Source: an optimization exercise on an open RTL-to-GDS flow (aim: small area). Production flows keep margins and buffers that such runs may drop. The RTL was checked by simulation tests, not by an equivalence proof against the original design. Power and IR drop assume default switching activity.

`flow/design.v`:
```
`default_nettype none
package driver_pkg;
  localparam int NUM_DRIVERS = 10;
  localparam int MEM_LENGTH  = 48;
  localparam int PIN_W       = 2;
endpackage
`default_nettype wire
`timescale 1ns/1ps
`default_nettype none
module driver_top (
  input  logic        clock,
  input  logic        reset_i,
  input  logic        sclk_i,
  input  logic        mosi_i,
  input  logic        ss_n_i,
  input  logic        control_trigger_i,
  input  logic        latch_data_i,
  output logic [19:0] driver_io_o,
  output logic [19:0] driver_oeb_o,
  output logic        update_cycle_complete_o
);
  logic ss_n_m, sclk_m, mosi_m, trig_m, latch_m;
  logic ss_n_s, sclk_s, mosi_s, trig_s, latch_s;
  logic sclk_prev, ss_n_prev, trig_prev, latch_prev;
  always_ff @(posedge clock) begin
    if (reset_i) begin
      ss_n_m <= 1'b1; sclk_m <= 1'b0; mosi_m <= 1'b0; trig_m <= 1'b0; latch_m <= 1'b0;
      ss_n_s <= 1'b1; sclk_s <= 1'b0; mosi_s <= 1'b0; trig_s <= 1'b0; latch_s <= 1'b0;
      sclk_prev <= 1'b0; ss_n_prev <= 1'b1; trig_prev <= 1'b0; latch_prev <= 1'b0;
    end else begin
      ss_n_m <= ss_n_i; sclk_m <= sclk_i; mosi_m <= mosi_i;
      trig_m <= control_trigger_i; latch_m <= latch_data_i;
      ss_n_s <= ss_n_m; sclk_s <= sclk_m; mosi_s <= mosi_m;
      trig_s <= trig_m; latch_s <= latch_m;
      sclk_prev <= sclk_s; ss_n_prev <= ss_n_s;
      trig_prev <= trig_s; latch_prev <= latch_s;
    end
  end
  logic sclk_rise, frame_end, trig_rise, latch_rise;
  assign sclk_rise  = sclk_s & ~sclk_prev;
  assign frame_end  = ss_n_s & ~ss_n_prev;
  assign trig_rise  = trig_s & ~trig_prev;
  assign latch_rise = latch_s & ~latch_prev;
  logic [5:0] bit_cnt;
  logic [3:0] c_opc, c_idx;
  logic [5:0] c_addr, c_dat;
  always_ff @(posedge clock) begin
    if (reset_i || ss_n_s) begin
      bit_cnt <= '0;
    end else if (sclk_rise && bit_cnt != 6'd63) begin
      bit_cnt <= bit_cnt + 1'b1;
    end
  end
  always_ff @(posedge clock) begin
    if (sclk_rise) begin
      case (bit_cnt)
        6'd0:  c_opc[3]  <= mosi_s;
        6'd1:  c_opc[2]  <= mosi_s;
        6'd2:  c_opc[1]  <= mosi_s;
        6'd3:  c_opc[0]  <= mosi_s;
        6'd4:  c_idx[3]  <= mosi_s;
        6'd5:  c_idx[2]  <= mosi_s;
        6'd6:  c_idx[1]  <= mosi_s;
        6'd7:  c_idx[0]  <= mosi_s;
        6'd10: c_addr[5] <= mosi_s;
        6'd11: c_addr[4] <= mosi_s;
        6'd12: c_addr[3] <= mosi_s;
        6'd13: c_addr[2] <= mosi_s;
        6'd14: c_addr[1] <= mosi_s;
        6'd15: c_addr[0] <= mosi_s;
        6'd26: c_dat[5]  <= mosi_s;
        6'd27: c_dat[4]  <= mosi_s;
        6'd28: c_dat[3]  <= mosi_s;
        6'd29: c_dat[2]  <= mosi_s;
        6'd30: c_dat[1]  <= mosi_s;
        6'd31: c_dat[0]  <= mosi_s;
        default: ;
      endcase
    end
  end
  localparam logic [1:0] T_NONE = 2'd0, T_WR = 2'd1, T_INV = 2'd2, T_LEN = 2'd3;
  logic       w_valid;
  logic [1:0] w_typ;
  logic [3:0] w_idx;
  logic [5:0] w_addr, w_dat;
  logic       take;
  logic       word_in;
  logic       c_idx_ok, c_addr_ok;
  logic [1:0] c_typ;
  assign word_in   = frame_end && !w_valid && bit_cnt == 6'd32;
  assign c_idx_ok  = c_idx < 4'd10;
  assign c_addr_ok = c_addr < 6'd48;
  always_comb begin
    c_typ = T_NONE;
    if (c_opc == 4'd1 && c_idx_ok && c_addr_ok) c_typ = T_WR;
    if (c_opc == 4'd2 && c_idx_ok)              c_typ = T_INV;
    if (c_opc == 4'd3)                          c_typ = T_LEN;
  end
  always_ff @(posedge clock) begin
    if (reset_i) begin
      w_valid <= 1'b0;
    end else if (w_valid) begin
      if (take) w_valid <= 1'b0;
    end else if (word_in) begin
      w_valid <= 1'b1;
    end
  end
  always_ff @(posedge clock) begin
    if (word_in) begin
      w_typ  <= c_typ;
      w_idx  <= c_idx;
      w_addr <= c_addr;
      w_dat  <= c_dat;
    end
  end
  logic       clear_active;
  logic [5:0] u;             
  logic       play;
  logic [5:0] pa;            
  logic [5:0] lm1;           
  logic [9:0] inv;
  assign take = w_valid & ~clear_active & ~play;
  always_ff @(posedge clock) begin
    if (reset_i) begin
      u            <= '0;
      clear_active <= 1'b1;
    end else begin
      u <= (u == 6'd47) ? 6'd0 : u + 1'b1;
      if (u == 6'd47) clear_active <= 1'b0;
    end
  end
  always_ff @(posedge clock) begin
    if (reset_i) begin
      inv <= '0;
      lm1 <= 6'd47;
    end else if (take) begin
      if (w_typ == T_INV) inv[w_idx] <= w_dat[0];
      if (w_typ == T_LEN) lm1 <= (w_dat == 6'd0 || w_dat > 6'd48) ? 6'd47 : w_dat - 1'b1;
    end
  end
  always_ff @(posedge clock) begin
    if (reset_i) begin
      play                    <= 1'b0;
      pa                      <= '0;
      update_cycle_complete_o <= 1'b0;
    end else begin
      update_cycle_complete_o <= 1'b0;
      if (!play) begin
        if (trig_rise) play <= 1'b1;
      end else if (latch_rise) begin
        if (pa == lm1) begin
          play                    <= 1'b0;
          pa                      <= '0;
          update_cycle_complete_o <= 1'b1;
        end else begin
          pa <= pa + 1'b1;
        end
      end
    end
  end
  logic       acc_wr, w_pend;
  logic       s_valid;
  logic [3:0] s_ch;
  logic [5:0] s_addr;
  logic [1:0] s_dat;
  logic       s_hit, s_load;
  logic [5:0] head_k;
  assign head_k = 6'd47 - u;
  assign s_hit  = s_valid && s_addr == head_k;
  assign s_load = (acc_wr | w_pend) & (~s_valid | s_hit);
  always_ff @(posedge clock) begin
    if (reset_i) begin
      acc_wr  <= 1'b0;
      w_pend  <= 1'b0;
      s_valid <= 1'b0;
    end else begin
      acc_wr  <= take && w_typ == T_WR;
      w_pend  <= (acc_wr | w_pend) & ~s_load;
      s_valid <= s_load | (s_valid & ~s_hit);
    end
  end
  always_ff @(posedge clock) begin
    if (s_load) begin
      s_ch   <= w_idx;
      s_addr <= w_addr;
      s_dat  <= w_dat[1:0];
    end
  end
  logic [959:0] ring;
  logic [19:0]  head;
  always_comb begin
    head = ring[959:940];
    for (int g = 0; g < 10; g++) begin
      if (s_hit && s_ch == 4'(g)) head[2*g +: 2] = s_dat;
    end
    if (clear_active) head = '0;
  end
  always_ff @(posedge clock) begin
    ring <= {ring[939:0], head};
  end
  logic [6:0]  pos_sum;
  logic [5:0]  pos;
  logic [47:0] sel;
  logic [19:0] rd, val;
  assign pos_sum = {1'b0, pa} + {1'b0, u};
  assign pos     = (pos_sum >= 7'd48) ? 6'(pos_sum - 7'd48) : pos_sum[5:0];
  always_comb begin
    for (int p = 0; p < 48; p++) sel[p] = pos == 6'(p);
    rd = '0;
    for (int p = 0; p < 48; p++) rd = rd | ({20{sel[p]}} & ring[20*p +: 20]);
  end
  always_comb begin
    val = rd;
    for (int g = 0; g < 10; g++) begin
      if (s_valid && s_ch == 4'(g) && s_addr == pa) val[2*g +: 2] = s_dat;
      if (w_pend && w_idx == 4'(g) && w_addr == pa) val[2*g +: 2] = w_dat[1:0];
    end
  end
  logic oeb_q;
  always_ff @(posedge clock) begin
    if (reset_i || !play) begin
      driver_io_o <= '0;
      oeb_q       <= 1'b1;
    end else begin
      for (int g = 0; g < 10; g++) driver_io_o[2*g +: 2] <= val[2*g +: 2] ^ {2{inv[g]}};
      oeb_q <= 1'b0;
    end
  end
  assign driver_oeb_o = {20{oeb_q}};
endmodule
`default_nettype wire
```
`flow/run.sh`:
```
#!/bin/bash
# synth_recipe.tcl (not shown) runs the flow's synth.tcl, then flattens the netlist and writes it again
# the make line also repeats each setting of config.mk as NAME=value (left out here)
make -C /OpenROAD-flow-scripts/flow DESIGN_CONFIG=/design/flow/config.mk WORK_HOME=/design/flow/orfs CLKGATE_MAP_FILE= SYNTH_SCRIPT=/design/flow/synth_recipe.tcl finish
```
`flow/config.mk`:
```
export PLATFORM = sky130hd
export DESIGN_NAME = driver_top
export DESIGN_NICKNAME = driver_top
export VERILOG_FILES = /design/flow/design.v
export SDC_FILE = /design/flow/constraint.sdc
export NUM_CORES = 4
export LEC_CHECK = 0
export CAP_MARGIN = 20
export CORE_MARGIN = 2
export CORE_UTILIZATION = 40
export SLEW_MARGIN = 20
```
`flow/constraint.sdc`:
```
create_clock -name core_clock -period 4.0 [get_ports {clock}]
set_input_delay 0.8000 -clock core_clock [delete_from_list [all_inputs] [get_ports {clock}]]
set_output_delay 0.8000 -clock core_clock [all_outputs]
set_load 0.01 [all_outputs]
```
==> flow_summary.toml <==
[worst_setup_path]
cp_data_arrival_time_ns = 4.70
reg2reg_setup_slack_ns = -0.19
cp_cell_sequence = "ha_4 -> fa_2 -> buf_8 -> nand2b_1 -> buf_4 -> nor2_4 -> buf_4 -> o211a_4 -> o211ai_1 -> a22oi_2 -> a2111oi_2 -> and4_1 -> a31oi_4 -> buf_6 -> xnor2_1 -> nor2_1"
cpPeakStageDelay_ns = 0.68
rr_worst_depth = 16
slowest_stage = "fa_2"
start_kind = "flop"
path_buf_inv = 4
end_kind = "flop"
crit_family = "compound AO/OA/AOI/OAI gates"
worst_r2r_endpoint = "driver_io_o[4]"
critPathRequiredTime_ns = 4.52
r2r-start = "pa[0]"
critPathKind = "flop to flop"
cp_common_cell = "buf_4"
critPathMaxFanout = 14

[logic_synthesis]
synth-seq-area-share_pct = 63.9
synth_area_mm2 = 0.0348
ys_top_cells_by_count = "dfxtp_1, nand2_1, a22oi_1"
synth.area.top_cells = "dfxtp_1, edfxtp_1, a22oi_1, nand2_1, mux2i_1"
yosysMostFrequentCell = "dfxtp_1"
synth_flop_cell = "dfxtp_1"
yosysTopAreaCellShare_pct = 59.6
syn-num-nets = 3074
yosys.area.top_type = "dfxtp_1"
synth_cells = 3046
ys_seq_elements = 1086
postSynthAreaPerCell_um2 = 11.4
synthDistinctLibCells = 94
synth_warnings = 1
synthArstFlopShare_pct = 0
synth-edff-count = 50

[finish]
fin_cells = 4809
multi_input_area_mm2 = 0.0126
drive_gt1_share_pct = 25.5
final-seq-area_mm2 = 0.0223
final_nets = 3592
num-fill-cells = 7526
area_delta_synth_final_pct = 31.5
final_area_mm2 = 0.0457

[sta]
finalSetupViolations = 11
rsz0062_at_grt = "true"
worst_pin_slew_ns = 1.04
setup_ws_ns = -0.185
hold_viol_final = 0
min_period_over_period_pct = 105
min_period_ns = 4.19
clock.fmax_mhz = 239
slew_violations = 0
finClkSkew_ns = 0.0420
slew_headroom_pct = 30.3

[detailed_routing]
via_per_inst = 6.21
met3_length_um = 16800
wire_per_inst_um = 31.8
drc = 0
wl_met2_um = 66100
top_layer_used = "met5"
drt-met1-wl_um = 60400
drtIter0Drc = 4238
routed-via-count = 29900
wl_um = 153000
postRouteAntennaNets = 0
dr.pass1.iters = 9

[clocking]
holdBufCountCts = 0
cts_tree = "built"
numCtsBuffers = 106
cts.path.max_buffers = 3
clkSinkCount = 1086
cts.root.buffer_cell = "clkbuf_16"
htree_levels = 3
path_clk_slew_ns = 0.06
clock_latency_ns = 0.71

[hold_path]
worstHoldPathCells = 0
hold_path_class = "flop to flop"
hp-start = "ring[219]"
hold_end = "ring[239]"

[power_and_ir_drop]
leakagePower_nw = 17.2
pwr-share-seq_pct = 49.1
p_per_area_mw_per_mm2 = 485
max-vdd-ir-drop_mv = 0.363
p_comb_share_pct = 3.5
clock_power_share_pct = 47.4
p_sw_mw = 4.93
intPower_mw = 17.3
p_sw_share_pct = 22.2

[die]
dieWidth_um = 299
fp.coreArea_mm2 = 0.0865
die-area_mm2 = 0.0893
ios = 48
die_h_um = 299
fp-row-count = 108
initial_core_util_pct = 40.2

[run_status]
failed_checks = "negative setup slack"
status = "complete, but fails checks"

[global_route]
grt_max_degree = 40
grt_pass1_wl_um = 213000
grt_pass1_vias = 29100
antenna_found_initial = 11
overflow = 0
grt.total_usage_pct = 33.2

[place]
place.port_buffers = 47
place_area_mm2 = 0.0404
dpl.hpwl_um = 113000
place.gp.congestion = 1.06
dp_cells = 4551

[run]
drv_cap = 0
## how the worst max path moves through the flow
stage / end / slack, ns / from / cells after the start
after floorplan: driver_io_o[0] / 0.008 / u[0] / 19
after global placement: driver_io_o[9] / -0.64 / u[1] / 18
after detailed placement: driver_io_o[9] / -0.58 / u[1] / 18
after CTS: driver_io_o[6] / -0.02 / u[1] / 19
after global routing: driver_io_o[4] / -0.26 / pa[1] / 20
final: driver_io_o[4] / -0.19 / pa[0] / 16
## per-stage QoR
step | total power, mW | setup WS [ns] | hold WS [ns] | TNS (ns) | utilization (%)
floorplan | 11.3 | 0.00846 | 0.323 | 0 | -
global placement | 11.8 | -0.644 | 0.331 | -5.17 | 46.8
detailed placement | 11.8 | -0.581 | 0.330 | -4.04 | 46.8
CTS | 22.2 | -0.0189 | 0.317 | -0.0189 | 51.8
global route | 22.7 | -0.262 | 0.334 | -2.45 | 52.9
finish | 22.2 | -0.185 | 0.322 | -0.760 | 52.9
## cell usage in the layout (no fill, tap or decap), types with 18 or more instances in the layout
cell type	count
inv_1	25
edfxtp_1	50
a22o_1	44
and3_1	24
clkinv_2	20
a21oi_1	98
mux2i_1	54
a22oi_1	177
nand2b_1	19
o21ai_0	54
nand2_1	243
xnor2_1	25
nor3_1	31
buf_12	56
a32o_1	20
clkbuf_16	110
clkdlybuf4s50_1	47
buf_4	466
nor2b_1	23
xor2_1	21
a31oi_1	35
o211ai_1	18
a222oi_1	47
dfxtp_1	1029
nand3_1	115
buf_6	38
a32oi_1	33
nand4_1	64
clkbuf_1	20
nor2_1	115
a221oi_1	52
## layer usage
metal  vias to the layer above  GRT usage, %
li1                      12500             -
met1                     14800          43.6
met2                      2079          50.0
met3                       531          8.24
met4                        10          18.8
met5                         -             0
## power by group through the flow
stage	Clock (mW)	Combinational (mW)	Sequential [mW]
after floorplan	0	0.194	11.1
after global placement	0	0.700	11.1
after detailed placement	0	0.696	11.1
after CTS	10.6	0.718	10.9
after global routing	11.1	0.768	10.9
final	10.5	0.778	10.9
## logic make-up after synthesis
group,count (synthesis),share of synthesized area (%)
flops,1086,63.9
compound gates,812,17.9
simple gates,783,11.2
buf+inv,229,2.95
mux,67,1.96
xor+xnor,48,1.25
fa+ha+maj,21,0.777
## state kept, by name (all words and copies together) (netlist names), 6 cells and up
register     flops
ring           960
driver_io_o     20
inv             10
bit_cnt          6
c_addr           6
c_dat            6
lm1              6
pa               6
s_addr           6
u                6
w_addr           6
w_dat            6
## timing repair
action                                 4_1_cts  5_1_grt
buffers inserted                            28       36
setup endpoints to repair                   19       19
pin swaps                                   17       67
endpoints found under the hold margin        0        0
gates resized for setup                     95      133
## cell type report
cell class                 instances  area share [%]
antenna                            4          0.0219
clock buffer                     140            6.48
clock inverter                    54            1.60
inverter                          27           0.222
multi-input combinational       1731            27.6
sequential                      1086            48.7
tap                             1155            3.16
timing repair buffer             612            12.2

==> what the ideal ports hide <==
The results above use ideal ports. As a check the final layout listed here was re-extracted and re-timed, cells and wires unchanged. Step 1 assumes that a clkbuf_16 drives the clock port and a buf_2 every other input. Step 2 times the ports against the registers' clock, not the clock port: input delays grow and output delays shrink by t, the midpoint of the rising clock arrivals with the driver on. a / b / c = ideal / step 1 / step 2; a / b = the first two.
t (ns): 0.760
setup WS [ns]: -0.185 / -0.185 / -0.185
clock arrival spread, ns: 0.042 / 0.043
worst register clock-pin slew, ns: 0.07 / 0.07
For this run, drivers alone change the setup slack by 0.000 ns; drivers and shift together by 0.000 ns.
